This is an optimization exercise on Yosys and OpenROAD, whose aim is small area, a short achievable clock period and few clock cycles per item, not a production implementation.
At most, simulation tests tie the RTL to the original design; equivalence was not proved.
No functional check of the RTL was part of runs 1 to 3.
Power and IR drop assume default switching activity.

==> constraint.sdc <==
create_clock -name core_clock -period 6.0 [get_ports {clk_i}]
set_input_delay 1.2000 -clock core_clock [delete_from_list [all_inputs] [get_ports {clk_i}]]
set_output_delay 1.2000 -clock core_clock [all_outputs]
set_load 0.01 [all_outputs]
==> run.sh <==
#!/bin/bash
# synth_recipe.tcl (not shown) runs the flow's synth.tcl, then flattens the netlist and writes it again
# the make line also repeats each setting of config.mk as NAME=value (left out here)
make -C /OpenROAD-flow-scripts/flow DESIGN_CONFIG=/design/flow/config.mk WORK_HOME=/design/flow/orfs CLKGATE_MAP_FILE= SYNTH_SCRIPT=/design/flow/synth_recipe.tcl finish
==> config.mk <==
export PLATFORM = sky130hd
export DESIGN_NAME = learning_switch_with_tree_election_unit
export DESIGN_NICKNAME = learning_switch_with_tree_election_unit
export VERILOG_FILES = /design/flow/design.v
export SDC_FILE = /design/flow/constraint.sdc
export NUM_CORES = 4
export LEC_CHECK = 0
export CAP_MARGIN = 20
export CORE_MARGIN = 2
export CORE_UTILIZATION = 55
export CTS_CLUSTER_DIAMETER = 100
export CTS_CLUSTER_SIZE = 25
export SETUP_SLACK_MARGIN = 3.7
export SLEW_MARGIN = 20
==> design.v <==
`default_nettype none
package lsw_pkg;
  localparam int unsigned PortsDefault        = 8;
  localparam int unsigned TableEntriesDefault = 256;
  localparam int unsigned CmdQueueDepth       = 2;
  localparam int unsigned ResQueueDepth       = 2;
  localparam int unsigned PortMaskW           = 8;
  localparam int unsigned CfgIdxW             = 1;
  localparam int unsigned CfgDataW            = 16;
  localparam logic [CfgIdxW-1:0] CfgSwitchId      = 1'b0;
  localparam logic [CfgIdxW-1:0] CfgControlPeriod = 1'b1;
  localparam logic [7:0]  SwitchIdReset      = 8'd0;
  localparam logic [15:0] ControlPeriodReset = 16'd10;
  localparam logic [1:0] ActNone    = 2'd0;
  localparam logic [1:0] ActForward = 2'd1;
  localparam logic [1:0] ActFlood   = 2'd2;
  localparam logic [1:0] ActControl = 2'd3;
  localparam logic [1:0] SndHost   = 2'd1;
  localparam logic [1:0] SndSwitch = 2'd2;
  typedef enum logic [1:0] {
    OpTick = 2'd0,
    OpCtrl = 2'd1,
    OpData = 2'd2,
    OpDrop = 2'd3
  } op_e;
  typedef struct packed {
    op_e        op;
    logic [2:0] in_port;
    logic [7:0] src;
    logic [7:0] dst;
    logic [1:0] sender_type;
    logic [7:0] adv_root;
    logic [7:0] adv_dist;
    logic       sender_child;
  } cmd_t;
  typedef struct packed {
    logic [1:0]           action;
    logic [2:0]           out_port;
    logic [PortMaskW-1:0] port_mask;
    logic [7:0]           ctl_root;
    logic [7:0]           ctl_dist;
    logic [PortMaskW-1:0] child_mask;
  } result_t;
  localparam int unsigned CmdW = 40;
  localparam int unsigned ResW = 37;
  function automatic logic [PortMaskW-1:0] all_ports(input integer ports);
    integer i;
    all_ports = '0;
    for (i = 0; i < PortMaskW; i = i + 1) begin
      all_ports[i] = (i < ports);
    end
  endfunction
endpackage
`default_nettype wire
`default_nettype none
module learning_switch_with_tree_election_unit #(
  parameter int unsigned PORTS         = lsw_pkg::PortsDefault,
  parameter int unsigned TABLE_ENTRIES = lsw_pkg::TableEntriesDefault
) (
  input  wire                          clk_i,
  input  wire                          rst_ni,
  input  wire                          cfg_we_i,
  input  wire  [lsw_pkg::CfgIdxW-1:0]  cfg_idx_i,
  input  wire  [lsw_pkg::CfgDataW-1:0] cfg_wdata_i,
  input  wire                          push,
  output logic                         full,
  input  wire                          kind_i,
  input  wire  [2:0]                   in_port_i,
  input  wire  [7:0]                   pkt_src_i,
  input  wire  [7:0]                   pkt_dst_i,
  input  wire                          is_control_i,
  input  wire  [1:0]                   sender_type_i,
  input  wire  [7:0]                   adv_root_i,
  input  wire  [7:0]                   adv_dist_i,
  input  wire                          sender_child_i,
  output logic                         empty,
  input  wire                          pop,
  output logic [1:0]                   action_o,
  output logic [2:0]                   out_port_o,
  output logic [7:0]                   port_mask_o,
  output logic [7:0]                   ctl_root_o,
  output logic [7:0]                   ctl_dist_o,
  output logic [7:0]                   child_mask_o
);
  logic       v0_q;
  logic       kind0_q, ctrl0_q, child0_q;
  logic [2:0] port0_q;
  logic [7:0] aroot0_q, cand0_q;
  logic [15:0] shi0_q, slo0_q;
  logic       cov0_q, host0_q, sw0_q;
  logic [3:0]  dtop0_q, dmid0_q;
  logic [15:0] dlo0_q;
  logic       accept;
  logic [8:0] cand_in;
  assign cand_in = {1'b0, adv_dist_i} + 9'd1;
  assign accept = push && !full;
  always_ff @(posedge clk_i or negedge rst_ni) begin
    if (!rst_ni) v0_q <= 1'b0;
    else         v0_q <= accept;
  end
  always_ff @(posedge clk_i) begin
    kind0_q  <= kind_i;
    ctrl0_q  <= is_control_i;
    child0_q <= sender_child_i;
    port0_q  <= in_port_i;
    shi0_q   <= (accept && kind_i) ? (16'd1 << pkt_src_i[7:4]) : 16'd0;
    slo0_q   <= 16'd1 << pkt_src_i[3:0];
    aroot0_q <= adv_root_i;
    cand0_q  <= cand_in[8] ? 8'hFF : cand_in[7:0];
    cov0_q   <= cand_in[8];
    host0_q  <= (sender_type_i == lsw_pkg::SndHost);
    sw0_q    <= (sender_type_i == lsw_pkg::SndSwitch);
    dtop0_q  <= 4'd1 << pkt_dst_i[7:6];
    dmid0_q  <= 4'd1 << pkt_dst_i[5:4];
    dlo0_q   <= 16'd1 << pkt_dst_i[3:0];
  end
  logic [255:0] tvalid_q;
  logic [2:0]   tport_q [256];
  logic [255:0] twe;
  always_comb begin
    for (int i = 0; i < 256; i++) twe[i] = shi0_q[i/16] && slo0_q[i%16] && !tvalid_q[i];
  end
  always_ff @(posedge clk_i or negedge rst_ni) begin
    if (!rst_ni) tvalid_q <= '0;
    else         tvalid_q <= tvalid_q | twe;
  end
  always_ff @(posedge clk_i) begin
    for (int i = 0; i < 256; i++) begin
      if (twe[i]) tport_q[i] <= port0_q;
    end
  end
  logic       v1_q;
  logic       kind1_q, ctrl1_q, child1_q, host1_q, sw1_q, hit1, cov1_q;
  logic [2:0] port1_q, hport1;
  logic [7:0] aroot1_q, cand1_q;
  logic [3:0] rd_grp [16];
  logic [3:0][3:0] rd_quad;
  logic [3:0][3:0] quad1_q;
  logic [3:0] dtop1_q;
  logic [3:0] rd_ent;
  always_comb begin
    for (int j = 0; j < 16; j++) begin
      rd_grp[j] = '0;
      for (int k = 0; k < 16; k++) begin
        rd_grp[j] = rd_grp[j] | ({4{dlo0_q[k]}} & {tport_q[16*j+k], tvalid_q[16*j+k]});
      end
    end
    for (int g = 0; g < 4; g++) begin
      rd_quad[g] = '0;
      for (int m = 0; m < 4; m++) begin
        rd_quad[g] = rd_quad[g] | ({4{dmid0_q[m]}} & rd_grp[4*g+m]);
      end
    end
  end
  always_comb begin
    rd_ent = '0;
    for (int g = 0; g < 4; g++) rd_ent = rd_ent | ({4{dtop1_q[g]}} & quad1_q[g]);
  end
  always_ff @(posedge clk_i or negedge rst_ni) begin
    if (!rst_ni) v1_q <= 1'b0;
    else         v1_q <= v0_q;
  end
  always_ff @(posedge clk_i) begin
    kind1_q  <= kind0_q;
    ctrl1_q  <= ctrl0_q;
    child1_q <= child0_q;
    host1_q  <= host0_q;
    sw1_q    <= sw0_q;
    port1_q  <= port0_q;
    aroot1_q <= aroot0_q;
    cand1_q  <= cand0_q;
    cov1_q   <= cov0_q;
    quad1_q  <= rd_quad;
    dtop1_q  <= dtop0_q;
  end
  logic [15:0] period_q, period_d;
  logic [7:0]  root_q, root_d;
  logic [7:0]  dist_q, dist_d;
  logic        pknown_q, pknown_d;
  logic [2:0]  pport_q, pport_d;
  logic [7:0]  tree_q, tree_d;
  logic [15:0] tick1_q, tick1_d;   
  logic [15:0] tick_inc;
  logic        fire, upd_lt, upd_eq, set_bit;
  logic [7:0]  in_bit;
  logic [1:0]  r_act;
  logic [19:0] r_pay;
  assign hit1     = rd_ent[0];
  assign hport1   = rd_ent[3:1];
  assign tick_inc = tick1_q + 16'd1;
  assign fire     = (tick1_q >= period_q);
  assign in_bit   = 8'd1 << port1_q;
  assign upd_lt   = sw1_q && (aroot1_q < root_q);
  assign upd_eq   = sw1_q && (aroot1_q == root_q) && !cov1_q && (dist_q > cand1_q);
  assign set_bit  = host1_q ||
                    (sw1_q && (upd_lt || upd_eq || (pknown_q && pport_q == port1_q) || child1_q));
  always_comb begin
    period_d = period_q;
    root_d   = root_q;
    dist_d   = dist_q;
    pknown_d = pknown_q;
    pport_d  = pport_q;
    tree_d   = tree_q;
    tick1_d  = tick1_q;
    r_act    = lsw_pkg::ActNone;
    r_pay    = '0;
    if (v1_q) begin
      if (!kind1_q) begin
        if (fire) begin
          tick1_d = 16'd1;
          r_act  = lsw_pkg::ActControl;
          r_pay  = {pport_q, pknown_q, dist_q, root_q};
        end else begin
          tick1_d = tick_inc;
        end
      end else if (ctrl1_q) begin
        if (upd_lt) root_d = aroot1_q;
        if (upd_lt || upd_eq) begin
          pknown_d = 1'b1;
          pport_d  = port1_q;
          dist_d   = cand1_q;
        end
        tree_d = set_bit ? (tree_q | in_bit) : (tree_q & ~in_bit);
      end else if (hit1) begin
        r_act = lsw_pkg::ActForward;
        r_pay = {17'd0, hport1};
      end else begin
        r_act = lsw_pkg::ActFlood;
        r_pay = {12'd0, (pknown_q ? tree_q : 8'hFF) & ~in_bit};
      end
    end
    if (cfg_we_i) begin
      if (cfg_idx_i == lsw_pkg::CfgSwitchId) begin
        root_d   = cfg_wdata_i[7:0];
        dist_d   = '0;
        pknown_d = 1'b0;
        pport_d  = '0;
      end else begin
        period_d = cfg_wdata_i;
      end
    end
  end
  always_ff @(posedge clk_i or negedge rst_ni) begin
    if (!rst_ni) begin
      period_q <= lsw_pkg::ControlPeriodReset;
      root_q   <= lsw_pkg::SwitchIdReset;
      dist_q   <= '0;
      pknown_q <= 1'b0;
      pport_q  <= '0;
      tree_q   <= '0;
      tick1_q  <= 16'd1;
    end else begin
      period_q <= period_d;
      root_q   <= root_d;
      dist_q   <= dist_d;
      pknown_q <= pknown_d;
      pport_q  <= pport_d;
      tree_q   <= tree_d;
      tick1_q  <= tick1_d;
    end
  end
  logic [21:0] q_mem [3];
  logic [1:0]  q_wr_q, q_rd_q, q_cnt_q;
  logic        hv_q;
  logic [2:0]  cnt_q, cnt_d;
  logic        take, q_push, q_pop, head_load;
  logic [21:0] head_src;
  function automatic logic [36:0] decode(input logic [21:0] e);
    logic [1:0]  a;
    logic [19:0] p;
    a = e[21:20];
    p = e[19:0];
    decode = '0;
    decode[36:35] = a;
    unique case (a)
      lsw_pkg::ActForward: decode[34:32] = p[2:0];
      lsw_pkg::ActFlood:   decode[31:24] = p[7:0];
      lsw_pkg::ActControl: begin
        decode[31:24] = 8'hFF;
        decode[23:16] = p[7:0];
        decode[15:8]  = p[15:8];
        decode[7:0]   = p[16] ? (8'd1 << p[19:17]) : 8'd0;
      end
      default: ;
    endcase
  endfunction
  assign take      = !hv_q || pop;
  assign head_load = take && (q_cnt_q != 2'd0 || v1_q);
  assign q_pop     = take && (q_cnt_q != 2'd0);
  assign q_push    = v1_q && !(take && q_cnt_q == 2'd0);
  assign head_src  = (q_cnt_q != 2'd0) ? q_mem[q_rd_q] : {r_act, r_pay};
  always_ff @(posedge clk_i or negedge rst_ni) begin
    if (!rst_ni) begin
      hv_q    <= 1'b0;
      empty   <= 1'b1;
      q_wr_q  <= '0;
      q_rd_q  <= '0;
      q_cnt_q <= '0;
    end else begin
      hv_q  <= head_load || (hv_q && !pop);
      empty <= !(head_load || (hv_q && !pop));
      if (q_push) q_wr_q <= (q_wr_q == 2'd2) ? 2'd0 : q_wr_q + 2'd1;
      if (q_pop)  q_rd_q <= (q_rd_q == 2'd2) ? 2'd0 : q_rd_q + 2'd1;
      if (q_push && !q_pop) q_cnt_q <= q_cnt_q + 2'd1;
      else if (q_pop && !q_push) q_cnt_q <= q_cnt_q - 2'd1;
    end
  end
  always_ff @(posedge clk_i) begin
    if (q_push) q_mem[q_wr_q] <= {r_act, r_pay};
    if (head_load) begin
      {action_o, out_port_o, port_mask_o, ctl_root_o, ctl_dist_o, child_mask_o} <=
        decode(head_src);
    end
  end
  assign cnt_d = cnt_q + {2'd0, accept} - {2'd0, hv_q && pop};
  always_ff @(posedge clk_i or negedge rst_ni) begin
    if (!rst_ni) begin
      cnt_q <= '0;
      full  <= 1'b0;
    end else begin
      cnt_q <= cnt_d;
      full  <= (cnt_d == 3'd4);
    end
  end
endmodule
`default_nettype wire
==> run summary, run 1 <==
CP delay by family, top=compound AO/OA/AOI/OAI gates; Internal Power=12.9 mW; max-cap viol count=0; TNS Setup=0 ns; global route overflow=0; Worst Tran Pin Value=1.16 ns; number of cells on the worst reg-to-reg path=10; static leakage=21.3 nW; Die Width=307 um; proportion of synthesized area in mux cells=1.35%; CTS Buffer Depth=3; final core utilization=60.6%; reg2reg setup slack=3.38 ns; clock latency (worst-skew pair)=0.68 ns; routability congestion estimate=0.842; DRT Pass-1 Iters=6; Crit path required time=6.41 ns; status=complete, no violations; final HPWL from detailed placement=82300 um; register area share after synthesis=73.2%; Fillers=6978; main area contributors after synthesis=edfxtp_1, dfrtp_1, dfxtp_1; Peak VDD IR=0.220 mV; xor/xnor share of the synthesized area=0.399%; Peak Freq=0.382 GHz; fraction of layout cells with a size suffix above 1=9.98%; Logic pwr share=10.6%; Rel. slew slack=22.6%; endpoints failing setup=0; initial antenna violation count=5; CP endpoint kind=flip-flop; largest net degree at the start of global routing=192; Final nets=3758; post-route ant nets=0; CTS tree=yes; final hold violations=0; row count=111; die height=307 um; hold path depth=0; area grow syn2layout=9.71%; hold_sp=cand0_q[3]$_SDFF_PP1_; Ports=101; most instantiated cells after synthesis=edfxtp_1, nor2_1, nand2_1; total core area=91200 um^2; Remaining DRCs=0; hold endpoint=cand1_q[3]$_DFF_P_; largest family of logic cells by synthesized area=simple AND/OR/NAND/NOR gates; Reg-to-Reg Start=tick1_q[0]$_DFFE_PN1P_; 1st-iter DRT viols=3642; clock-pin transition on the worst setup and hold timing paths=0.10 ns; clock share of power=27.5%; Via density=6.39; clk_skew=0.0235 ns; total number of vias=31300; mapped cell area=50400 um^2; EDFF count, synth=871; Die ar.=94100 um^2; slowest cell delay on critical path=0.55 ns; critical path arrival=3.03 ns; Routed WL=140000 um; Port Buf Inserts=100; TritonCTS buffer count=59; vias in the first global route=30900; synthesized flop and latch total=1327; Hold Worst Slack=0.330 ns; max-slew violations=0; Async SR Flop Fraction=24.9%; Worst setup SP type=flip-flop; simple-gate area share of the yosys netlist=11.2%; library cells used by synthesis=63; slowest cell on the critical path=dfstp_2; H-Tree Depth=2; Critical R2R Capture=port_mask_o[4]$_SDFFCE_PN0P_; dominant synthesized flop cell=edfxtp_1; post-synthesis compound-gate area fraction=10.8%; worst-path cell chain=inv_2 -> ha_4 -> nand2b_4 -> a2111o_1 -> a31oi_4 -> buf_6 -> o211ai_4 -> nand2_4 -> and2_4 -> o21ai_1; switching share of power=24.7%; initial core utilization=55.3%; Avg Cell Area, Syn=13.9 um^2; syn nets=3722; Root Buffer=clkbuf_16; total track usage=29.2%; switching pwr=4.22 mW; Routed WL per cell=28.7 um; clk sinks=1327; top cell type by total area after synthesis=edfxtp_1; most common cell in the synthesized netlist=edfxtp_1; Crit Path Max Fanout=8; worst path bufs/invs=2; CP Class=reg -> reg; Warnings, synthesis=3; area share of the largest cell type after synthesis=51.9%; minimum clock period=2.62 ns; global-route wire length before repair=203000 um; Reg power frac=61.9%; Hold Path Class=reg -> reg; fin crit share=43.6%; Mapped Cells=3622; post-synthesis adder-cell area fraction=0.958%; RSZ-0062 raised after global routing=yes; hold buffer count at cts=0; pwr dens=309 nW/um^2
[through the flow]
| stage | std cells | area, um^2 | power (mW) | worst slack, ns |
|---|---|---|---|---|
| after global placement | 4732 | 52700 | 12.5 | 2.37 |
| final | 4898 | 55300 | 17.1 | 3.38 |
| after detailed placement | 4732 | 52700 | 12.5 | 2.40 |
| after floorplan | 3622 | 50600 | 11.7 | 3.38 |
| after CTS | 4868 | 54800 | 17.1 | 3.40 |
| after global routing | 4896 | 55300 | 17.7 | 3.30 |
[cells by family (layout without fill, tap and decap cells)]
family                     count (synthesis)  in the layout
DFF                                     1327           1327
muxes                                     65             65
xor gates and xnor gates                  23             23
and+or+nand+nor                         1210           1212
AOI/OAI and AO/OA                        705            706
other                                      0              4
buffers and inverters                    254            337
adders and majority gates                 38             38
[what timing repair did]
action / 4_1_cts / 5_1_grt
pin swaps: 22 / 38
gates cloned: 4 / 1
endpoints found under the setup margin: 287 / 375
buffers inserted: 21 / 25
gates resized for setup: 232 / 90
[metal layers]
metal | track usage [%] | vias to the layer above | part of all wire [%]
met3 | 4.27 | 208 | 8.1
met4 | 7.69 | 4 | 2.9
met5 | 0 | - | 0.019
li1 | - | 13600 | -
met1 | 40.4 | 16100 | 40
met2 | 48.8 | 1427 | 49
[flip-flops by register name, summed over array words and instances, names as in the netlist, 16 cells and up, named ones only]
signal / cells
dlo0_q: 16
period_q: 16
q_mem: 66
quad1_q: 16
shi0_q: 16
slo0_q: 16
tick1_q: 16
tport_q: 768
tvalid_q: 256
[layout make-up]
cell class	instances	area, um^2	area share (%)
clock buffer	107	1700	3.07
clock inverter	4	32.5	0.0588
antenna	4	10.0	0.0181
inverter	42	160	0.289
multi-input combinational	2044	13100	23.7
timing repair buffer	184	1780	3.22
tap	1186	1480	2.68
sequential	1327	37000	66.9
[cell usage in the layout, fill, tap and decap left out, drive strengths merged, types with 80 or more instances in the layout]
master  netlist  routed
a22oi       182     182
nand3        80      80
nand2       340     341
nand2b      278     278
edfxtp      871     871
clkbuf      156     108
nor2        379     379
a22o        177     177
dfrtp       326     326
buf          56     124
o21ai        89      89
a221oi      177     177
dfxtp       126     126
[worst register-to-register path, cell delays in order (launching register included)]
cell and delay [ns]:
dfstp_2 0.55, inv_2 0.04, ha_4 0.20, nand2b_4 0.12, a2111o_1 0.40, a31oi_4 0.22
buf_6 0.13, o211ai_4 0.19, nand2_4 0.21, and2_4 0.22, o21ai_1 0.09
[power groups by stage]
| stage | Clock (mW) | Combinational, mW | Sequential, mW |
|---|---|---|---|
| finish | 4.70 | 1.81 | 10.6 |
| global route | 5.10 | 1.99 | 10.6 |
| CTS | 4.77 | 1.70 | 10.6 |
| detailed placement | 0 | 1.73 | 10.8 |
| global placement | 0 | 1.69 | 10.8 |
| floorplan | 0 | 1.06 | 10.7 |
[how the worst max path moves through the flow]
stage	start	to	slack [ns]	depth (start not counted)
finish	tick1_q[0]$_DFFE_PN1P_	port_mask_o[4]$_SDFFCE_PN0P_	3.38	10
global route	tick1_q[0]$_DFFE_PN1P_	port_mask_o[4]$_SDFFCE_PN0P_	3.30	10
CTS	tick1_q[0]$_DFFE_PN1P_	q_mem[0][9]$_DFFE_PP_	3.40	9
detailed placement	push	full$_DFF_PN0_	2.40	8
global placement	push	full$_DFF_PN0_	2.37	8
floorplan	pop	full$_DFF_PN0_	3.38	9
==> inputs of run 2 (changes only) <==
--- a/design.v
+++ b/design.v
@@ -181,4 +181,5 @@
   logic [7:0]  tree_q, tree_d;
   logic [15:0] tick1_q, tick1_d;   
+  logic        fire_q, fire_d;     
   logic [15:0] tick_inc;
   logic        fire, upd_lt, upd_eq, set_bit;
@@ -189,5 +190,5 @@
   assign hport1   = rd_ent[3:1];
   assign tick_inc = tick1_q + 16'd1;
-  assign fire     = (tick1_q >= period_q);
+  assign fire     = fire_q;
   assign in_bit   = 8'd1 << port1_q;
   assign upd_lt   = sw1_q && (aroot1_q < root_q);
@@ -203,4 +204,5 @@
     tree_d   = tree_q;
     tick1_d  = tick1_q;
+    fire_d   = fire_q;
     r_act    = lsw_pkg::ActNone;
     r_pay    = '0;
@@ -209,8 +211,10 @@
         if (fire) begin
           tick1_d = 16'd1;
+          fire_d  = (period_q <= 16'd1);
           r_act  = lsw_pkg::ActControl;
           r_pay  = {pport_q, pknown_q, dist_q, root_q};
         end else begin
           tick1_d = tick_inc;
+          fire_d  = (tick_inc >= period_q);
         end
       end else if (ctrl1_q) begin
@@ -238,4 +242,5 @@
       end else begin
         period_d = cfg_wdata_i;
+        fire_d   = (tick1_q >= cfg_wdata_i);
       end
     end
@@ -250,4 +255,5 @@
       tree_q   <= '0;
       tick1_q  <= 16'd1;
+      fire_q   <= 1'b0;
     end else begin
       period_q <= period_d;
@@ -258,4 +264,5 @@
       tree_q   <= tree_d;
       tick1_q  <= tick1_d;
+      fire_q   <= fire_d;
     end
   end
--- a/config.mk
+++ b/config.mk
@@ -11,4 +11,4 @@
 export CTS_CLUSTER_DIAMETER = 100
 export CTS_CLUSTER_SIZE = 25
-export SETUP_SLACK_MARGIN = 3.7
+export SETUP_SLACK_MARGIN = 3.5
 export SLEW_MARGIN = 20
==> run 2 against run 1 <==
Net effect: global-route usage barely moved; wire length decreased by 1.3%; via count rose by 0.84%; count of clock-buffer cells in the layout grew 1; critical endpoint is now empty; sequential power hardly changed; clock skew rose by 0.017 ns; synthesized area is 1.3% higher.
==> run summary, run 2 <==
largest net degree at the start of global routing=124; Hold Path Class=reg -> reg; Peak VDD IR=0.231 mV; register area share after synthesis=72.4%; most frequent cells in the layout=edfxtp_1, nor2_1, nand2_1; hold path depth=0; clock latency (worst-skew pair)=0.74 ns; number of cells on the worst reg-to-reg path=11; total track usage=29.2%; Routed WL per cell=27.5 um; switching pwr=4.34 mW; mapped cell area=51100 um^2; most common library cell in the layout ignoring fill and taps=edfxtp_1; CTS tree=yes; minimum clock period=2.58 ns; synthesized flop and latch total=1328; clk_skew=0.0407 ns; max-cap viol count=0; Peak Freq=0.388 GHz; pwr dens=311 nW/um^2; Die ar.=95300 um^2; Logic pwr share=10.9%; most instantiated cells after synthesis=edfxtp_1, nor2_1, nand2_1; post-route ant nets=0; endpoints failing setup=0; Mapped Cells=3747; clk sinks=1328; Rel. slew slack=27.4%; # diodes=0; library cells used by synthesis=65; syn nets=3863; static leakage=21.4 nW; Worst Tran Pin Value=1.09 ns; Largest Register=tport_q; TNS Setup=0 ns; hold buffer count at cts=0; slowest cell delay on critical path=0.57 ns; H-Tree Depth=2; CTS Buffer Depth=3; Worst path depth=1; CP endpoint kind=output port; initial core utilization=55.7%; switching share of power=25.3%; Crit path required time=4.80 ns; Largest register FFs=768; DRT Pass-1 Iters=5; row count=111; vias in the first global route=31500; Cell Count, Final, Fillers Out=5027; 1st-iter DRT viols=4101; total core area=91800 um^2; TritonCTS buffer count=59; most common cell in the synthesized netlist=edfxtp_1; area grow syn2layout=8.15%; EDFF count, synth=871; total number of vias=31600; Die Width=309 um; RSZ-0062 raised after global routing=yes; status=complete, no violations; clock share of power=27.6%; Routed WL=138000 um; Internal Power=12.8 mW; area share of the largest cell type after synthesis=51.2%; critical path arrival=1.38 ns; Final nets=3849; global route overflow=0; CP Class=reg -> out; slowest cell on the critical path=dfstp_2; final hold violations=0; worst-path cell chain=buf_6; worst path bufs/invs=1; Warnings, synthesis=3; Remaining DRCs=0; global-route wire length before repair=205000 um; Async SR Flop Fraction=24.9%; Avg Cell Area, Syn=13.6 um^2; max-slew violations=0; Root Buffer=clkbuf_16; Reg power frac=61.5%; Worst setup SP type=flip-flop; fin crit share=42.9%; Top Registers=tport_q (768), tvalid_q (256), q_mem (66); top cell type by total area after synthesis=edfxtp_1; fraction of layout cells with a size suffix above 1=6.98%; clock-pin transition on the worst setup and hold timing paths=0.10 ns; dpl cells=4899; CP delay by family, top=flip-flops; dominant synthesized flop cell=edfxtp_1; Crit Path Max Fanout=1; Port Buf Inserts=100; initial antenna violation count=4; main area contributors after synthesis=edfxtp_1, dfrtp_1, dfxtp_1; die height=309 um; Ports=101; routability congestion estimate=0.836; final HPWL from detailed placement=83800 um; Via density=6.28
-- run 2: logic make-up (layout without fill, tap and decap cells) --
group                      count (synthesis)  after routing  share of synthesized area, %
xor gates and xnor gates                  24             24                         0.411
buffers and inverters                    288            325                          2.18
adders and majority gates                 54             54                          1.34
AOI/OAI and AO/OA                        747            747                          11.2
muxes                                     45             45                         0.899
DFF                                     1328           1328                          72.4
and+or+nand+nor                         1261           1261                          11.6
-- run 2: area by class of cell --
class,count,area [um^2]
clock buffers,108,1660
clock inverters,4,85.1
fillers,7062,36500
inverters,62,233
multi-input cells,2131,13300
flip-flops and latches,1328,37100
well taps,1243,1560
repair buffers,151,1340
-- run 2: path summary, 6_finish.rpt --
kind | from | end | slack, ns
max in group asynchronous | rst_ni | tvalid_q[151]$_DFF_PN0_ | 4.43
worst max-delay path | empty$_DFF_PN1_ | empty | 3.42
worst max register to register | tick1_q[0]$_DFFE_PN1P_ | fire_q$_DFF_PN0_ | 3.45
min in group asynchronous | rst_ni | period_q[9]$_DFFE_PN0P_ | 0.37
worst min register to register | cand0_q[3]$_SDFF_PP1_ | cand1_q[3]$_DFF_P_ | 0.33
worst min-delay path | cand0_q[3]$_SDFF_PP1_ | cand1_q[3]$_DFF_P_ | 0.33
-- run 2: timing repair --
item	CTS	global route
setup endpoints to repair	148	65
endpoints found under the hold margin	0	0
setup buffers	8	6
pin swaps	10	2
gates resized for setup	210	22
gates cloned	0	0
-- run 2: layer usage --
metal | wire [um] | global-route usage, %
met1 | 58300 | 41.4
met5 | 37 | 0
met3 | 10200 | 4.10
met2 | 66700 | 47.9
met4 | 3250 | 7.73
-- run 2: power groups by stage --
| stage | clock network [mW] | registers, mW | logic [mW] |
|---|---|---|---|
| 2_1_floorplan | 0 | 10.7 | 1.16 |
| 3_3_place_gp | 0 | 10.7 | 1.86 |
| 3_5_place_dp | 0 | 10.8 | 1.91 |
| 4_1_cts | 4.81 | 10.6 | 1.87 |
| 5_1_grt | 5.11 | 10.6 | 2.08 |
| 6_report | 4.74 | 10.6 | 1.87 |
-- run 2: through the flow --
step	area, um^2	power (mW)	util [%]	hold slack [ns]	setup WS, ns
4_1_cts	55100	17.2	60.0	0.336	3.37
6_report	55300	17.2	60.2	0.335	3.42
5_1_grt	55300	17.8	60.2	0.338	3.25
2_1_floorplan	51200	11.8	-	0.310	3.38
3_3_place_gp	53300	12.6	58.0	0.313	2.34
3_5_place_dp	53300	12.7	58.0	0.312	2.24
==> inputs of run 3 (changes only) <==
==> flow/run.sh (new file) <==
#!/bin/bash
# Standard layout, except that clock tree synthesis inserts no dummy loads.
# Each tool's output goes to the ORFS logs under orfs/logs; make's own output to flow_make.log.
set -euo pipefail
export CTS_ARGS="-sink_clustering_enable -repair_clock_nets -dont_use_dummy_load -sink_clustering_size 25 -sink_clustering_max_diameter 100"
bash standard.sh > flow_make.log 2>&1
==> standard.sh (new file) <==
#!/bin/bash
# synth_recipe.tcl (not shown) runs the flow's synth.tcl, then flattens the netlist and writes it again
# the make line also repeats each setting of config.mk as NAME=value (left out here)
make -C /OpenROAD-flow-scripts/flow DESIGN_CONFIG=/design/flow/config.mk WORK_HOME=/design/flow/orfs CLKGATE_MAP_FILE= SYNTH_SCRIPT=/design/flow/synth_recipe.tcl "${@:-finish}"
removed: run.sh
==> run 3 against run 2 <==
Net effect: final cell count decreased by 1.1%; combinational power about the same; via count about the same; sequential power about the same; setup slack improved by 0.018 ns; largest power group unchanged; largest cell class unchanged; critical endpoint is now fire_q$_DFF_PN0_; count of clock-buffer cells in the layout decreased by 49.
==> run summary, run 3 <==
post-synthesis adder-cell area fraction=1.34%; EDFF count, synth=871; global route overflow=0; row count=111; max-slew violations=0; total number of vias=31600; dominant synthesized flop cell=edfxtp_1; main area contributors after synthesis=edfxtp_1, dfrtp_1, dfxtp_1; 1st-iter DRT viols=3793; Pwr Total=16.9 mW; Async SR Flop Fraction=24.9%; routability congestion estimate=0.836; slowest cell on the critical path=dfstp_2; xor/xnor share of the synthesized area=0.411%; TNS Setup=0 ns; area share of the largest cell type after synthesis=51.2%; Via density=6.34; library cells used by synthesis=65; most instantiated cells after synthesis=edfxtp_1, nor2_1, nand2_1; final core utilization=59.9%; DRT Pass-1 Iters=6; # diodes=0; Port Buf Inserts=100; Die Width=309 um; area grow syn2layout=7.63%; dpl cells=4899; Top Registers=tport_q (768), tvalid_q (256), q_mem (66); most frequent cells in the layout=edfxtp_1, nor2_1, nand2_1; CTS tree=yes; die height=309 um; Ports=101; final hold violations=0; Rel. slew slack=28.0%; most common cell in the synthesized netlist=edfxtp_1; synthesized flop and latch total=1328; Final nets=3849; most common library cell in the layout ignoring fill and taps=edfxtp_1; RSZ-0062 raised after global routing=yes; top cell type by total area after synthesis=edfxtp_1; Largest register FFs=768; max-cap viol count=0; total core area=91800 um^2; Routed WL=138000 um; H-Tree Depth=2; Routed WL per cell=27.8 um; post-route ant nets=0; Crit path required time=6.56 ns; clk sinks=1328; clock latency (worst-skew pair)=0.72 ns; Fillers=7080; mapped cell area=51100 um^2; switching pwr=4.20 mW; minimum clock period=2.56 ns; initial core utilization=55.7%; Hold Path Class=reg -> reg; fin crit share=42.6%; proportion of synthesized area in mux cells=0.899%; largest family of logic cells by synthesized area=simple AND/OR/NAND/NOR gates; slowest cell delay on critical path=0.61 ns; reg2reg setup slack=3.44 ns; post-synthesis compound-gate area fraction=11.2%; clock share of power=26.3%; CTS Buffer Depth=3; static leakage=21.3 nW; status=complete, no violations; global-route wire length before repair=205000 um; Hold Worst Slack=0.336 ns; total track usage=29.2%; Root Buffer=clkbuf_16; Die ar.=95300 um^2; endpoints failing setup=0; final HPWL from detailed placement=83800 um; syn nets=3863; Warnings, synthesis=3; worst-path cell chain=ha_4 -> and4_4 -> and3_4 -> nand3_4 -> xnor2_2 -> ha_1 -> nor2b_1 -> o21ai_1 -> nand2b_1 -> a222oi_1 -> a21oi_1; Logic pwr share=11.1%; Reg power frac=62.6%; Remaining DRCs=0; initial antenna violation count=4; simple-gate area share of the yosys netlist=11.6%; Largest Register=tport_q; CP Class=reg -> reg; critical path arrival=3.11 ns; Worst Tran Pin Value=1.08 ns; vias in the first global route=31400; clock-pin transition on the worst setup and hold timing paths=0.11 ns; CP endpoint kind=flip-flop; fraction of layout cells with a size suffix above 1=7.00%; largest net degree at the start of global routing=124; Worst setup SP type=flip-flop; Internal Power=12.7 mW; register area share after synthesis=72.4%; TritonCTS buffer count=59; pwr dens=307 nW/um^2; Cell Count, Final, Fillers Out=4974; Peak VDD IR=0.215 mV; hold buffer count at cts=0; Avg Cell Area, Syn=13.6 um^2; Peak Freq=0.391 GHz; Mapped Cells=3747; clk_skew=0.0655 ns; switching share of power=24.9%; Crit Path Max Fanout=6
[run 3: cell types whose count changed in the layout (fill, tap and decap cells not counted), sizes merged]
cell    previous run  this run
clkinv             4         1
nor3b              3         4
clkbuf           108        59
inv               62        61
buf               91        90
[run 3: kinds of logic (layout without fill, tap and decap cells)]
family / after synthesis / in the layout
adders and majority gates: 54 / 54
buffers and inverters: 288 / 271
and+or+nand+nor: 1261 / 1262
xor gates and xnor gates: 24 / 24
DFF: 1328 / 1328
muxes: 45 / 45
AOI/OAI and AO/OA: 747 / 747
[run 3: final timing paths]
path	to	from	depth (start not counted)
worst max register to register	fire_q$_DFF_PN0_	tick1_q[0]$_DFFE_PN1P_	11
max in group asynchronous	tvalid_q[151]$_DFF_PN0_	rst_ni	2
worst min register to register	cand1_q[3]$_DFF_P_	cand0_q[3]$_SDFF_PP1_	0
worst max-delay path	fire_q$_DFF_PN0_	tick1_q[0]$_DFFE_PN1P_	11
worst min-delay path	cand1_q[3]$_DFF_P_	cand0_q[3]$_SDFF_PP1_	0
min in group asynchronous	period_q[9]$_DFFE_PN0P_	rst_ni	1
[run 3: cell type report]
class	count	area [um^2]	area share, %
multi-input cells	2132	13300	24.3
repair buffers	150	1320	2.40
clock buffers	59	1480	2.68
well taps	1243	1560	2.83
flip-flops and latches	1328	37100	67.4
inverters	62	233	0.423
[run 3: critical path, delay by kind of cell, from the launching register on]
kind / cells / cell delay, ns
flip-flops: 1 / 0.61
XOR/XNOR: 1 / 0.15
AO/OA/AOI/OAI: 3 / 0.52
AND/OR/NAND/NOR: 5 / 0.71
adder cells (fa/ha/maj): 2 / 0.46
[run 3: power by group through the flow]
| stage | clock network, mW | registers (mW) | logic [mW] |
|---|---|---|---|
| after floorplan | 0 | 10.7 | 1.16 |
| after global placement | 0 | 10.7 | 1.86 |
| after detailed placement | 0 | 10.8 | 1.91 |
| after CTS | 4.52 | 10.6 | 1.88 |
| after global routing | 4.81 | 10.6 | 2.08 |
| final | 4.44 | 10.6 | 1.87 |
[run 3: per-stage QoR]
| stage | worst slack, ns | instance area, um^2 |
|---|---|---|
| after detailed placement | 2.24 | 53300 |
| after global placement | 2.34 | 53300 |
| final | 3.44 | 55000 |
| after CTS | 3.40 | 54800 |
| after floorplan | 3.38 | 51200 |
| after global routing | 3.25 | 55000 |
[run 3: per-layer routing]
metal	GRT usage (%)	share of wire [%]
met5	0	0.029
met4	8.19	2.7
met3	4.10	7.6
met2	47.8	48
met1	41.4	42
[run 3: timing repair]
| item | 4_1_cts | 5_1_grt |
|---|---|---|
| resized for setup | 214 | 21 |
| buffers inserted | 8 | 6 |
| gates cloned | 1 | 0 |
| setup endpoints to repair | 148 | 55 |
| pin swaps | 10 | 2 |
| endpoints found under the hold margin | 0 | 0 |
==> inputs of run 4 (changes only) <==
--- a/design.v
+++ b/design.v
@@ -174,5 +174,6 @@
     dtop1_q  <= dtop0_q;
   end
-  logic [15:0] period_q, period_d;
+  logic [15:0] pm1_q, pm1_d;       
+  logic        pz_q, pz_d;         
   logic [7:0]  root_q, root_d;
   logic [7:0]  dist_q, dist_d;
@@ -182,4 +183,5 @@
   logic [15:0] tick1_q, tick1_d;   
   logic        fire_q, fire_d;     
+  logic [15:0] cfg_pm1;
   logic [15:0] tick_inc;
   logic        fire, upd_lt, upd_eq, set_bit;
@@ -190,4 +192,5 @@
   assign hport1   = rd_ent[3:1];
   assign tick_inc = tick1_q + 16'd1;
+  assign cfg_pm1  = cfg_wdata_i - 16'd1;
   assign fire     = fire_q;
   assign in_bit   = 8'd1 << port1_q;
@@ -197,5 +200,6 @@
                     (sw1_q && (upd_lt || upd_eq || (pknown_q && pport_q == port1_q) || child1_q));
   always_comb begin
-    period_d = period_q;
+    pm1_d    = pm1_q;
+    pz_d     = pz_q;
     root_d   = root_q;
     dist_d   = dist_q;
@@ -211,10 +215,10 @@
         if (fire) begin
           tick1_d = 16'd1;
-          fire_d  = (period_q <= 16'd1);
+          fire_d  = pz_q || (pm1_q == 16'd0);
           r_act  = lsw_pkg::ActControl;
           r_pay  = {pport_q, pknown_q, dist_q, root_q};
         end else begin
           tick1_d = tick_inc;
-          fire_d  = (tick_inc >= period_q);
+          fire_d  = pz_q || (tick1_q >= pm1_q);
         end
       end else if (ctrl1_q) begin
@@ -241,5 +245,6 @@
         pport_d  = '0;
       end else begin
-        period_d = cfg_wdata_i;
+        pm1_d    = cfg_pm1;
+        pz_d     = (cfg_wdata_i == 16'd0);
         fire_d   = (tick1_q >= cfg_wdata_i);
       end
@@ -248,5 +253,6 @@
   always_ff @(posedge clk_i or negedge rst_ni) begin
     if (!rst_ni) begin
-      period_q <= lsw_pkg::ControlPeriodReset;
+      pm1_q    <= lsw_pkg::ControlPeriodReset - 16'd1;
+      pz_q     <= 1'b0;
       root_q   <= lsw_pkg::SwitchIdReset;
       dist_q   <= '0;
@@ -257,5 +263,6 @@
       fire_q   <= 1'b0;
     end else begin
-      period_q <= period_d;
+      pm1_q    <= pm1_d;
+      pz_q     <= pz_d;
       root_q   <= root_d;
       dist_q   <= dist_d;
@@ -273,4 +280,5 @@
   logic        take, q_push, q_pop, head_load;
   logic [21:0] head_src;
+  logic [36:0] head_q;
   function automatic logic [36:0] decode(input logic [21:0] e);
     logic [1:0]  a;
@@ -300,5 +308,4 @@
     if (!rst_ni) begin
       hv_q    <= 1'b0;
-      empty   <= 1'b1;
       q_wr_q  <= '0;
       q_rd_q  <= '0;
@@ -306,5 +313,4 @@
     end else begin
       hv_q  <= head_load || (hv_q && !pop);
-      empty <= !(head_load || (hv_q && !pop));
       if (q_push) q_wr_q <= (q_wr_q == 2'd2) ? 2'd0 : q_wr_q + 2'd1;
       if (q_pop)  q_rd_q <= (q_rd_q == 2'd2) ? 2'd0 : q_rd_q + 2'd1;
@@ -315,9 +321,8 @@
   always_ff @(posedge clk_i) begin
     if (q_push) q_mem[q_wr_q] <= {r_act, r_pay};
-    if (head_load) begin
-      {action_o, out_port_o, port_mask_o, ctl_root_o, ctl_dist_o, child_mask_o} <=
-        decode(head_src);
-    end
+    if (head_load) head_q <= decode(head_src);
   end
+  assign {action_o, out_port_o, port_mask_o, ctl_root_o, ctl_dist_o, child_mask_o} = head_q;
+  assign empty = !hv_q;
   assign cnt_d = cnt_q + {2'd0, accept} - {2'd0, hv_q && pop};
   always_ff @(posedge clk_i or negedge rst_ni) begin
==> run.sh (new file) <==
#!/bin/bash
# synth_recipe.tcl (not shown) runs the flow's synth.tcl, then flattens the netlist and writes it again
# the make line also repeats each setting of config.mk as NAME=value (left out here)
make -C /OpenROAD-flow-scripts/flow DESIGN_CONFIG=/design/flow/config.mk WORK_HOME=/design/flow/orfs CLKGATE_MAP_FILE= SYNTH_SCRIPT=/design/flow/synth_recipe.tcl finish
--- a/config.mk
+++ b/config.mk
@@ -8,5 +8,5 @@
 export CAP_MARGIN = 20
 export CORE_MARGIN = 2
-export CORE_UTILIZATION = 55
+export CORE_UTILIZATION = 65
 export CTS_CLUSTER_DIAMETER = 100
 export CTS_CLUSTER_SIZE = 25
removed: flow/run.sh
removed: standard.sh
==> run 4 against run 3 <==
Net effect: non-clock buffer count decreased by 3; die area decreased by 15%; sequential share of layout area increased by 0.074 points; critical endpoint is now quad1_q[13]$_DFF_P_; final area decreased by 0.21%; still clean.
==> run summary, run 4 <==
final HPWL from detailed placement=83400 um; endpoints failing setup=0; clk sinks=1328; Largest Register=tport_q; fraction of layout cells with a size suffix above 1=6.83%; CP Class=reg -> reg; status=complete, no violations; slowest cell on the critical path=dfxtp_2; Routed WL per cell=28.0 um; routability congestion estimate=0.880; main area contributors after synthesis=edfxtp_1, dfrtp_1, dfxtp_1; area share of the largest cell type after synthesis=51.2%; worst-path cell chain=buf_6 -> a22o_1 -> a221oi_1 -> nand4_1 -> a22oi_1 -> nand3_1; hold path depth=0; top cell type by total area after synthesis=edfxtp_1; Pwr Total=17.0 mW; minimum clock period=2.48 ns; Routed WL=135000 um; most frequent cells in the layout=edfxtp_1, nor2_1, nand2_1; TritonCTS buffer count=59; Largest register FFs=768; Finished Cell Area=54900 um^2; EDFF count, synth=871; clock-pin transition on the worst setup and hold timing paths=0.10 ns; H-Tree Depth=2; CP endpoint kind=flip-flop; switching share of power=24.8%; fin crit share=41.3%; Peak Freq=0.403 GHz; register area share after synthesis=72.4%; static leakage=21.2 nW; Fillers=5360; Hold Path Class=reg -> reg; Port Buf Inserts=100; Register Area=37000 um^2; Multi-input gate area=13300 um^2; initial core utilization=65.8%; library cells used by synthesis=66; max-cap viol count=0; Remaining DRCs=0; Crit path required time=6.53 ns; critical path arrival=3.01 ns; Logic pwr share=10.6%; post-place instance area=53100 um^2; Async SR Flop Fraction=24.9%; Ports=101; dominant synthesized flop cell=edfxtp_1; global route overflow=0; pwr dens=310 nW/um^2; Final nets=3847; Crit Path Max Fanout=47; Top Registers=tport_q (768), tvalid_q (256), q_mem (66); die height=284 um; total core area=77600 um^2; largest net degree at the start of global routing=119; Via density=6.71; syn nets=3857; row count=102; total track usage=33.6%; Worst Tran Pin Value=1.10 ns; CTS tree=yes; total number of vias=32300; most common cell in the synthesized netlist=edfxtp_1; RSZ-0062 raised after global routing=yes; Root Buffer=clkbuf_16; vias in the first global route=32300; clock latency (worst-skew pair)=0.68 ns; Avg Cell Area, Syn=13.7 um^2; Die ar.=80800 um^2; Warnings, synthesis=3; clock share of power=27.4%; area grow syn2layout=7.42%; synthesized flop and latch total=1328; TNS Setup=0 ns; Internal Power=12.8 mW; CTS Buffer Depth=3; max-slew violations=0; most common library cell in the layout ignoring fill and taps=edfxtp_1; global-route wire length before repair=203000 um; number of cells on the worst reg-to-reg path=6; most instantiated cells after synthesis=edfxtp_1, nor2_1, nand2_1; Mapped Cells=3740; Worst setup SP type=flip-flop; Peak VDD IR=0.262 mV; Die Width=284 um; switching pwr=4.21 mW; post-route ant nets=0; Reg power frac=62.1%; Rel. slew slack=26.5%; initial antenna violation count=8; DRT Pass-1 Iters=6; slowest cell delay on critical path=0.52 ns; mapped cell area=51100 um^2; clk_skew=0.0404 ns; 1st-iter DRT viols=4514; final hold violations=0
[run 4: cell count changes in the layout (fill, tap and decap cells not counted), sizes merged, moves of 7 or more]
cell / previous run / this run
clkbuf: 59 / 117
a21boi: 12 / 1
a31oi: 11 / 3
o22ai: 1 / 11
mux2i: 38 / 31
xnor2: 11 / 19
o211ai: 2 / 14
a22oi: 178 / 186
a22o: 187 / 177
nand2: 361 / 353
buf: 90 / 74
[run 4: logic make-up (layout without fill, tap and decap cells)]
kind of cell,after synthesis,count (layout),share of synthesized area (%)
compound gates,752,752,11.2
simple gates,1249,1250,11.5
xor+xnor,33,33,0.566
buf+inv,283,322,2.13
flops,1328,1328,72.4
mux,40,40,0.806
other cells,0,3,0
fa+ha+maj,55,55,1.36
[run 4: final cells by class]
cell class | instances | share of cell area, %
diodes | 3 | 0.0137
clock buffers | 107 | 3.02
clock inverters | 4 | 0.103
inverters | 64 | 0.438
multi-input cells | 2130 | 24.3
flip-flops and latches | 1328 | 67.5
well taps | 1040 | 2.37
repair buffers | 147 | 2.32
[run 4: per-layer routing]
layer  up-vias  global-route usage, %  part of all wire (%)
li1      13900                      -                     -
met1     16300                   46.6                    38
met2      1813                   54.1                    47
met3       309                   6.00                    10
met4         8                   12.2                   4.0
met5         -                      0                 0.041
[run 4: worst max-delay path: cells and delay by family, from the launching register on]
| family | cells | cell delay [ns] |
|---|---|---|
| AOI/OAI and AO/OA | 3 | 0.98 |
| buffers and inverters | 1 | 0.36 |
| DFF | 1 | 0.52 |
| and+or+nand+nor | 2 | 0.42 |
[run 4: final timing paths]
kind                                               end            startpoint  slack (ns)
worst max-delay path               quad1_q[13]$_DFF_P_  dlo0_q[2]$_SDFF_PP0_        3.52
worst min-delay path               aroot1_q[4]$_DFF_P_   aroot0_q[4]$_DFF_P_        0.33
worst max register to register     quad1_q[13]$_DFF_P_  dlo0_q[2]$_SDFF_PP0_        3.52
worst min register to register     aroot1_q[4]$_DFF_P_   aroot0_q[4]$_DFF_P_        0.33
max in group asynchronous       tvalid_q[27]$_DFF_PN0_                rst_ni        4.12
min in group asynchronous        pm1_q[12]$_DFFE_PN0P_                rst_ni        0.58
[run 4: power by group through the flow]
stage | combinational [mW] | clock [mW] | sequential, mW
2_1_floorplan | 1.09 | 0 | 10.7
3_3_place_gp | 1.78 | 0 | 10.7
3_5_place_dp | 1.84 | 0 | 10.7
4_1_cts | 1.81 | 4.68 | 10.5
5_1_grt | 1.98 | 5.00 | 10.6
6_report | 1.79 | 4.65 | 10.5
[run 4: what timing repair did]
| item | in CTS | in global routing |
|---|---|---|
| buffers inserted | 4 | 1 |
| gates resized for setup | 171 | 43 |
| pin swaps | 10 | 4 |
| hold buffers | 0 | 0 |
| gates cloned | 1 | 0 |
| endpoints found under the setup margin | 155 | 70 |
| endpoints found under the hold margin | 0 | 0 |
[run 4: stage by stage]
stage	utilization [%]	cells	hold slack (ns)	setup WS (ns)
after floorplan	-	3740	0.310	3.21
after global placement	68.4	4702	0.313	2.32
after detailed placement	68.4	4703	0.316	2.28
after CTS	70.7	4819	0.333	3.30
after global routing	70.7	4822	0.338	3.49
final	70.7	4823	0.327	3.52
Testbench counts of run 4, summed over its fixed seeds: cycles 24,024, items 24,000.
==> inputs of run 5 (changes only) <==
--- a/config.mk
+++ b/config.mk
@@ -8,5 +8,5 @@
 export CAP_MARGIN = 20
 export CORE_MARGIN = 2
-export CORE_UTILIZATION = 65
+export CORE_UTILIZATION = 55
 export CTS_CLUSTER_DIAMETER = 100
 export CTS_CLUSTER_SIZE = 25
==> run 5 against run 4 <==
Net effect: total power up 0.37%; count of clock-buffer cells in the layout unchanged; largest cell class unchanged; clock power increased by 0.9%; register-to-register slack barely moved; non-clock buffer count shrank 9; synthesized cell count unchanged; synthesized area unchanged; still clean.
==> run summary, run 5 <==
status=complete, no violations; most frequent cells in the layout=edfxtp_1, nor2_1, nand2_1; Mapped Cells=3740; DRT Pass-1 Iters=5; # diodes=0; CTS Buffer Depth=3; Final nets=3840; CP delay by family, top=compound AO/OA/AOI/OAI gates; clk sinks=1328; Rel. slew slack=24.1%; endpoints failing setup=0; worst path bufs/invs=1; TritonCTS buffer count=59; row count=111; reg2reg setup slack=3.51 ns; die height=309 um; syn nets=3857; global route overflow=0; fraction of layout cells with a size suffix above 1=6.55%; Top Registers=tport_q (768), tvalid_q (256), q_mem (66); Worst path depth=6; clock latency (worst-skew pair)=0.69 ns; Root Buffer=clkbuf_16; CP Class=reg -> reg; hold buffer count at cts=0; pwr dens=309 nW/um^2; slowest cell delay on critical path=0.46 ns; library cells used by synthesis=66; Port Buf Inserts=100; fin crit share=41.6%; post-route ant nets=0; Worst setup SP type=flip-flop; most common library cell in the layout ignoring fill and taps=edfxtp_1; most common cell in the synthesized netlist=edfxtp_1; Crit Path Max Fanout=46; vias in the first global route=31400; Routed WL=141000 um; CTS tree=yes; 1st-iter DRT viols=3781; Peak VDD IR=0.258 mV; Warnings, synthesis=3; worst-path cell chain=buf_4 -> a22o_1 -> a221oi_1 -> nand4_1 -> a22oi_1 -> nand3_1; synthesized flop and latch total=1328; Ports=101; total track usage=29.5%; Largest register FFs=768; Remaining DRCs=0; Async SR Flop Fraction=24.9%; Crit path required time=6.53 ns; max-slew violations=0; slowest cell on the critical path=dfxtp_4; total core area=91800 um^2; crit path capture=quad1_q[12]$_DFF_P_; mapped cell area=51100 um^2; global-route wire length before repair=207000 um; static leakage=21.2 nW; Critical R2R Capture=quad1_q[12]$_DFF_P_; Die ar.=95300 um^2; clk_skew=0.0382 ns; most instantiated cells after synthesis=edfxtp_1, nor2_1, nand2_1; area share of the largest cell type after synthesis=51.2%; area grow syn2layout=7.85%; minimum clock period=2.49 ns; routability congestion estimate=0.868; CP endpoint kind=flip-flop; final hold violations=0; Worst Tran Pin Value=1.14 ns; number of cells on the worst reg-to-reg path=6; Routed WL per cell=28.0 um; final HPWL from detailed placement=85100 um; initial core utilization=55.6%; Die Width=309 um; CP startpoint=dlo0_q[2]$_SDFF_PP0_; largest net degree at the start of global routing=214; main area contributors after synthesis=edfxtp_1, dfrtp_1, dfxtp_1; Hold Path Class=reg -> reg; critical path arrival=3.02 ns; Hold Worst Slack=0.334 ns; top cell type by total area after synthesis=edfxtp_1; initial antenna violation count=3; H-Tree Depth=2; EDFF count, synth=871; max-cap viol count=0; RSZ-0062 raised after global routing=yes; total number of vias=31500; dominant synthesized flop cell=edfxtp_1; Peak Freq=0.401 GHz; Via density=6.29; Avg Cell Area, Syn=13.7 um^2; clock-pin transition on the worst setup and hold timing paths=0.10 ns; Reg-to-Reg Start=dlo0_q[2]$_SDFF_PP0_; TNS Setup=0 ns; register area share after synthesis=72.4%; Largest Register=tport_q
-- run 5: cell counts after synthesis --
Identical to the previous run, type by type.
-- run 5: through the flow --
| step | area, um^2 | power (mW) | util [%] | cells | setup WS [ns] |
|---|---|---|---|---|---|
| 2_1_floorplan | 51200 | 11.8 | - | 3740 | 3.21 |
| 3_3_place_gp | 53300 | 12.6 | 58.1 | 4896 | 2.31 |
| 3_5_place_dp | 53300 | 12.6 | 58.1 | 4896 | 2.25 |
| 4_1_cts | 55000 | 17.1 | 59.9 | 5012 | 3.30 |
| 5_1_grt | 55100 | 17.7 | 60.0 | 5016 | 3.45 |
| 6_report | 55100 | 17.0 | 60.0 | 5016 | 3.51 |
-- run 5: cell type report --
| type | count | area [um^2] |
|---|---|---|
| sequential | 1328 | 37100 |
| multi-input combinational | 2132 | 13300 |
| clock inverter | 4 | 50.0 |
| fill | 7070 | 36700 |
| clock buffer | 107 | 1680 |
| timing repair buffer | 138 | 1210 |
| inverter | 64 | 240 |
| tap | 1243 | 1560 |
-- run 5: worst min-delay path by stage --
| stage | start | end | slack (ns) | cells past startpoint |
|---|---|---|---|---|
| finish | cov0_q$_DFF_P_ | cov1_q$_DFF_P_ | 0.33 | 0 |
| global route | cov0_q$_DFF_P_ | cov1_q$_DFF_P_ | 0.33 | 0 |
| CTS | dtop0_q[0]$_SDFF_PP0_ | dtop1_q[0]$_DFF_P_ | 0.33 | 0 |
| detailed placement | dtop0_q[3]$_SDFF_PN0_ | dtop1_q[3]$_DFF_P_ | 0.31 | 0 |
| global placement | sw0_q$_DFF_P_ | sw1_q$_DFF_P_ | 0.31 | 0 |
| floorplan | aroot0_q[0]$_DFF_P_ | aroot1_q[0]$_DFF_P_ | 0.31 | 0 |
-- run 5: layer usage --
| layer | track usage (%) | routed length [um] | share of wire, % | vias to the layer above |
|---|---|---|---|---|
| met2 | 49.5 | 68300 | 49 | 1296 |
| met1 | 41.0 | 58000 | 41 | 16200 |
| li1 | - | - | - | 13900 |
| met3 | 4.45 | 10900 | 7.7 | 186 |
| met4 | 6.89 | 3430 | 2.4 | 6 |
| met5 | 0 | 33 | 0.023 | - |
-- run 5: cells by family after synthesis --
logic type	synth area share, %
XOR/XNOR	0.566
adder cells (fa/ha/maj)	1.36
flip-flops	72.4
AO/OA/AOI/OAI	11.2
multiplexers	0.806
AND/OR/NAND/NOR	11.5
buffers and inverters	2.13
-- run 5: repair_timing --
action / CTS / global route
setup endpoints to repair: 136 / 74
setup buffers: 4 / 2
pin swaps: 4 / 10
cloned: 1 / 2
gates resized for setup: 189 / 30
-- run 5: where the power goes --
group	internal [mW]	switching, mW
registers	10.2	0.361
logic	0.664	1.12
clock network	1.92	2.77
==> inputs of run 6 (changes only) <==
--- a/design.v
+++ b/design.v
@@ -321,5 +321,8 @@
   always_ff @(posedge clk_i) begin
     if (q_push) q_mem[q_wr_q] <= {r_act, r_pay};
-    if (head_load) head_q <= decode(head_src);
+  end
+  always_ff @(posedge clk_i or negedge rst_ni) begin
+    if (!rst_ni)        head_q <= '0;
+    else if (head_load) head_q <= decode(head_src);
   end
   assign {action_o, out_port_o, port_mask_o, ctl_root_o, ctl_dist_o, child_mask_o} = head_q;
--- a/config.mk
+++ b/config.mk
@@ -8,7 +8,7 @@
 export CAP_MARGIN = 20
 export CORE_MARGIN = 2
-export CORE_UTILIZATION = 55
+export CORE_UTILIZATION = 60
 export CTS_CLUSTER_DIAMETER = 100
 export CTS_CLUSTER_SIZE = 25
-export SETUP_SLACK_MARGIN = 3.5
+export SETUP_SLACK_MARGIN = 3.75
 export SLEW_MARGIN = 20
==> run 6 against run 5 <==
Net effect: still clean; count of clock-buffer cells in the layout stayed put; fmax grew 2.2%; sequential cell count stayed put; via count rose by 4.7%; sequential power about the same; hold slack got worse by 0.0054 ns; clock power barely moved; total power up 0.66%; sequential share of layout area is 2.1 points lower; first-iteration DRC count increased by 2.8%; critical path type is now reg -> out; largest cell class unchanged; highest routed layer unchanged.
==> run summary, run 6 <==
Worst Tran Pin Value=1.05 ns; reg2reg setup slack=3.75 ns; clock latency (worst-skew pair)=0.69 ns; status=complete, no violations; initial core utilization=60.4%; Top Registers=tport_q (768), tvalid_q (256), q_mem (66); post-place instance area=53600 um^2; global route overflow=0; top cell type by total area after synthesis=edfxtp_1; Remaining DRCs=0; Pwr Total=17.2 mW; crit path capture=ctl_root_o[5]; H-Tree Depth=2; Multi-input gate area=14200 um^2; clock-pin transition on the worst setup and hold timing paths=0.10 ns; most common cell in the synthesized netlist=edfxtp_1; Crit path required time=4.80 ns; Worst path depth=1; routability congestion estimate=0.842; CP Class=reg -> out; max-slew violations=0; Peak Freq=0.410 GHz; endpoints failing setup=0; Final nets=3971; Async SR Flop Fraction=27.7%; Largest Register=tport_q; slowest cell delay on critical path=0.42 ns; total number of vias=33000; Reg-to-Reg Start=root_q[1]$_DFF_PN0_; Worst setup SP type=flip-flop; Fillers=6110; most common library cell in the layout ignoring fill and taps=edfxtp_1; die height=297 um; most instantiated cells after synthesis=edfxtp_1, nor2_1, dfrtp_1; Root Buffer=clkbuf_16; syn nets=3907; Warnings, synthesis=3; number of cells on the worst reg-to-reg path=9; clk sinks=1328; DRT Pass-1 Iters=6; max-cap viol count=0; Largest register FFs=768; critical path arrival=1.24 ns; pwr dens=303 nW/um^2; Port Buf Inserts=100; fin crit share=40.6%; clk_skew=0.0270 ns; CP startpoint=head_q[21]$_DFFE_PN0P_; dominant synthesized flop cell=edfxtp_1; CP delay by family, top=flip-flops; Critical R2R Capture=root_q[2]$_DFF_PN0_; most frequent cells in the layout=edfxtp_1, nor2_1, dfrtp_1; RSZ-0062 raised after global routing=yes; Internal Power=12.8 mW; area share of the largest cell type after synthesis=48.8%; CTS tree=yes; Hold Path Class=reg -> reg; Mapped Cells=3791; TNS Setup=0 ns; 1st-iter DRT viols=3887; switching pwr=4.38 mW; synthesized flop and latch total=1328; worst path bufs/invs=1; Logic pwr share=11.8%; Finished Cell Area=56600 um^2; vias in the first global route=32700; CP endpoint kind=output port; total track usage=32.2%; EDFF count, synth=834; register area share after synthesis=71.6%; minimum clock period=2.44 ns; library cells used by synthesis=72; Crit Path Max Fanout=2; Peak VDD IR=0.272 mV; largest net degree at the start of global routing=207; clock share of power=27.3%; Routed WL=143000 um; Avg Cell Area, Syn=13.5 um^2; Ports=101; Die ar.=87900 um^2; post-route ant nets=0; final hold violations=0; Die Width=297 um; Reg power frac=61.0%; worst-path cell chain=buf_2; final HPWL from detailed placement=84200 um; mapped cell area=51400 um^2; Routed WL per cell=28.4 um; switching share of power=25.5%; Rel. slew slack=30.3%; slowest cell on the critical path=dfrtp_1; Register Area=36900 um^2; static leakage=22.0 nW; main area contributors after synthesis=edfxtp_1, dfrtp_1, dfxtp_1; area grow syn2layout=10.2%; TritonCTS buffer count=59; fraction of layout cells with a size suffix above 1=10.6%; row count=107; Via density=6.54; global-route wire length before repair=208000 um; total core area=85000 um^2; initial antenna violation count=4; CTS Buffer Depth=3
==> run 6: area by class of cell <==
class | count | share of cell area [%]
Sequential cell | 1328 | 65.2
Timing Repair Buffer | 216 | 3.74
Multi-Input combinational cell | 2185 | 25.0
Tap cell | 1144 | 2.53
Antenna cell | 1 | 0.00442
Inverter | 65 | 0.493
Clock inverter | 4 | 0.0995
Clock buffer | 107 | 2.93
==> run 6: what timing repair did <==
item | in CTS | in global routing
hold buffers | 0 | 0
buffers inserted | 45 | 27
gates resized for setup | 303 | 88
setup endpoints to repair | 220 | 136
pin swaps | 30 | 44
cloned | 8 | 5
==> run 6: cells by family after synthesis <==
logic type	count (synthesis)	share of synthesized area, %
buffers and inverters	287	2.20
AOI/OAI and AO/OA	790	11.9
adders and majority gates	54	1.33
xor gates and xnor gates	31	0.529
DFF	1328	71.6
muxes	25	0.492
and+or+nand+nor	1276	11.9
==> run 6: power groups by stage <==
stage                     clock network, mW  registers (mW)  logic (mW)
after detailed placement                  0            10.6        1.80
after global routing                   5.03            10.5        2.21
after floorplan                           0            10.5        1.13
after CTS                              4.73            10.4        1.90
after global placement                    0            10.6        1.72
final                                  4.68            10.5        2.02
==> run 6: through the flow <==
stage | worst slack (ns) | utilization [%] | hold WS (ns) | cells
floorplan | 3.36 | - | 0.310 | 3791
global placement | 2.26 | 63.0 | 0.313 | 4851
global route | 3.52 | 66.5 | 0.340 | 5050
CTS | 3.51 | 65.8 | 0.333 | 5017
detailed placement | 2.19 | 63.0 | 0.312 | 4853
finish | 3.56 | 66.5 | 0.329 | 5050
==> run 6: worst min-delay path by stage <==
stage	from	depth (start not counted)	endpoint
after floorplan	aroot0_q[0]$_DFF_P_	0	aroot1_q[0]$_DFF_P_
after global placement	cov0_q$_DFF_P_	0	cov1_q$_DFF_P_
after detailed placement	aroot0_q[3]$_DFF_P_	0	aroot1_q[3]$_DFF_P_
after CTS	cand0_q[3]$_SDFF_PP1_	0	cand1_q[3]$_DFF_P_
after global routing	dtop0_q[3]$_SDFF_PN0_	0	dtop1_q[3]$_DFF_P_
final	cand0_q[3]$_SDFF_PP1_	0	cand1_q[3]$_DFF_P_
==> run 6: metal layers <==
metal  wire length [um]  track usage (%)  part of all wire (%)
met1              56600             43.6                    40
met3              10700             4.55                   7.5
met4               5770             11.8                   4.0
met5                 43                0                 0.030
met2              70200             53.8                    49
Testbench counts of run 6, summed over its fixed seeds: cycles 24,024, items 24,000.
==> inputs of run 7 (changes only) <==
--- a/config.mk
+++ b/config.mk
@@ -11,4 +11,4 @@
 export CTS_CLUSTER_DIAMETER = 100
 export CTS_CLUSTER_SIZE = 25
-export SETUP_SLACK_MARGIN = 3.75
+export SETUP_SLACK_MARGIN = 3.6
 export SLEW_MARGIN = 20
==> run 7 against run 6 <==
Net effect: sequential power is essentially flat; largest power group unchanged; synthesized area is the same; hold slack gained 0.0021 ns; total power shrank 0.71%; clock skew grew 0.0013 ns; final cell count shrank 0.50%; critical path depth is the same; fmax shrank 0.64%; core utilization shrank 0.88 points; still clean on timing, DRC and antenna; final area shrank 1.3%; combinational power shrank 7%.
==> run summary, run 7 <==
top cell type by total area after synthesis=edfxtp_1; worst-path cell chain=buf_2; CP startpoint=head_q[30]$_DFFE_PN0P_; Finished Cell Area=55800 um^2; hold path depth=0; Via density=6.49; clock latency (worst-skew pair)=0.69 ns; Critical R2R Capture=quad1_q[4]$_DFF_P_; syn nets=3907; TritonCTS buffer count=59; Top Registers=tport_q (768), tvalid_q (256), q_mem (66); initial antenna violation count=3; synthesized flop and latch total=1328; final HPWL from detailed placement=84600 um; total number of vias=32600; pwr dens=305 nW/um^2; fraction of layout cells with a size suffix above 1=8.73%; Crit path required time=4.80 ns; TNS Setup=0 ns; H-Tree Depth=2; hold_sp=dtop0_q[0]$_SDFF_PP0_; # diodes=0; max-cap viol count=0; hold endpoint=dtop1_q[0]$_DFF_P_; clock-pin transition on the worst setup and hold timing paths=0.10 ns; reg2reg setup slack=3.63 ns; Routed WL=139000 um; minimum clock period=2.45 ns; area grow syn2layout=8.71%; endpoints failing setup=0; Remaining DRCs=0; Async SR Flop Fraction=27.7%; post-place instance area=53600 um^2; routability congestion estimate=0.886; hold buffer count at cts=0; global-route wire length before repair=204000 um; main area contributors after synthesis=edfxtp_1, dfrtp_1, dfxtp_1; Die Width=297 um; area share of the largest cell type after synthesis=48.8%; critical path arrival=1.25 ns; die height=297 um; CTS Buffer Depth=3; Peak Freq=0.407 GHz; Port Buf Inserts=100; Worst setup SP type=flip-flop; Rel. slew slack=30.1%; EDFF count, synth=834; Avg Cell Area, Syn=13.5 um^2; Routed WL per cell=27.7 um; register area share after synthesis=71.6%; worst path bufs/invs=1; Ports=101; Peak VDD IR=0.294 mV; slowest cell delay on critical path=0.43 ns; CP Class=reg -> out; slowest cell on the critical path=dfrtp_1; CTS tree=yes; status=complete, no violations; library cells used by synthesis=72; Reg-to-Reg Start=dlo0_q[9]$_SDFF_PN0_; final hold violations=0; max-slew violations=0; RSZ-0062 raised after global routing=yes; Worst Tran Pin Value=1.05 ns; mapped cell area=51400 um^2; CP endpoint kind=output port; most instantiated cells after synthesis=edfxtp_1, nor2_1, dfrtp_1; vias in the first global route=32300; dominant synthesized flop cell=edfxtp_1; Final nets=3947; Root Buffer=clkbuf_16; most frequent cells in the layout=edfxtp_1, nor2_1, nand2_1; initial core utilization=60.4%; 1st-iter DRT viols=3740; Hold Path Class=reg -> reg; Die ar.=87900 um^2; post-route ant nets=0; Largest register FFs=768; static leakage=21.8 nW; CP delay by family, top=flip-flops; Fillers=6164; most common library cell in the layout ignoring fill and taps=edfxtp_1; row count=107; DRT Pass-1 Iters=5; largest net degree at the start of global routing=182; total core area=85000 um^2; clk sinks=1328; fin crit share=40.9%; Warnings, synthesis=3; Mapped Cells=3791; most common cell in the synthesized netlist=edfxtp_1; global route overflow=0; clk_skew=0.0283 ns; total track usage=31.8%; number of cells on the worst reg-to-reg path=6; Crit Path Max Fanout=2; Largest Register=tport_q
## run 7: how the worst max path moves through the flow
stage / end / slack, ns / depth (start not counted)
floorplan: full$_DFF_PN0_ / 3.36 / 9
global placement: full$_DFF_PN0_ / 2.34 / 8
detailed placement: full$_DFF_PN0_ / 2.27 / 8
CTS: port_mask_o[6] / 3.53 / 1
global route: empty / 3.51 / 2
finish: port_mask_o[6] / 3.55 / 1
## run 7: area by class of cell
cell class              count  area [um^2]  area share, %
clock inverters             3         48.8         0.0874
well taps                1144         1430           2.56
flip-flops and latches   1328        36900           66.0
repair buffers            197         1720           3.08
clock buffers             108         1670           2.99
multi-input cells        2180        13800           24.7
inverters                  65          268          0.480
## run 7: metrics by stage
stage          instances  hold slack (ns)  util (%)  power [mW]  worst slack (ns)
4_1_cts             5008            0.332      65.3        17.0              3.53
2_1_floorplan       3791            0.310         -        11.6              3.36
6_report            5025            0.331      65.7        17.0              3.55
3_3_place_gp        4853            0.315      63.0        12.4              2.34
3_5_place_dp        4855            0.313      63.0        12.4              2.27
5_1_grt             5025            0.341      65.7        17.7              3.51
## run 7: what timing repair did
| action | 4_1_cts | 5_1_grt |
|---|---|---|
| endpoints found under the setup margin | 224 | 117 |
| pin swaps | 11 | 10 |
| setup buffers | 38 | 17 |
| cloned | 4 | 0 |
| gates resized for setup | 214 | 45 |
## run 7: power by group
group          internal, mW  total [mW]  leakage, nW  switching, mW
Sequential             10.1        10.5         13.6          0.403
Clock                  1.91        4.68        0.815           2.76
Combinational         0.745        1.88         7.42           1.13
Total                  12.7        17.0         21.8           4.30
## run 7: cell families after synthesis
logic type,Yosys count,share of synthesized area (%)
buffers and inverters,287,2.20
multiplexers,25,0.492
adder cells (fa/ha/maj),54,1.33
AO/OA/AOI/OAI,790,11.9
AND/OR/NAND/NOR,1276,11.9
flip-flops,1328,71.6
XOR/XNOR,31,0.529
## run 7: per-layer routing
layer / vias up / track usage, % / share of wire [%] / routed length (um)
li1: 14200 / - / - / -
met1: 16600 / 42.6 / 39 / 54500
met2: 1520 / 52.7 / 49 / 67600
met3: 273 / 5.25 / 8.1 / 11200
met4: 2 / 11.7 / 4.1 / 5720
met5: - / 0 / 0.0058 / 8

==> re-timing with driven ports <==
How much do the figures lean on ideal ports? The routed layouts below were timed once more, with nothing changed but the port constraints. Step 1: set_driving_cell puts a clkbuf_16 on clk_i and a buf_2 on each other input, an assumption about the parent block. Step 2, shift: input delay + t, output delay - t, t = (earliest + latest rising clock arrival at the registers) / 2. This alone moves slack from input paths to output paths. a / b / c = no drivers / after step 1 / after step 2; a / b = the first two.
| run | shift t [ns] | setup WS [ns] |
|---|---|---|
| run 1 | 0.741 | 3.384 / 3.384 / 3.050 |
| run 2 | 0.788 | 3.425 / 3.355 / 2.803 |
| run 3 | 0.760 | 3.443 / 3.381 / 2.767 |
| run 4 | 0.730 | 3.520 / 3.457 / 2.875 |
| run 5 | 0.740 | 3.507 / 3.455 / 2.836 |
| run 6 | 0.742 | 3.562 / 3.490 / 3.034 |
| run 7 | 0.745 | 3.546 / 3.474 / 2.958 |
After both steps setup and hold are still met in every run listed.
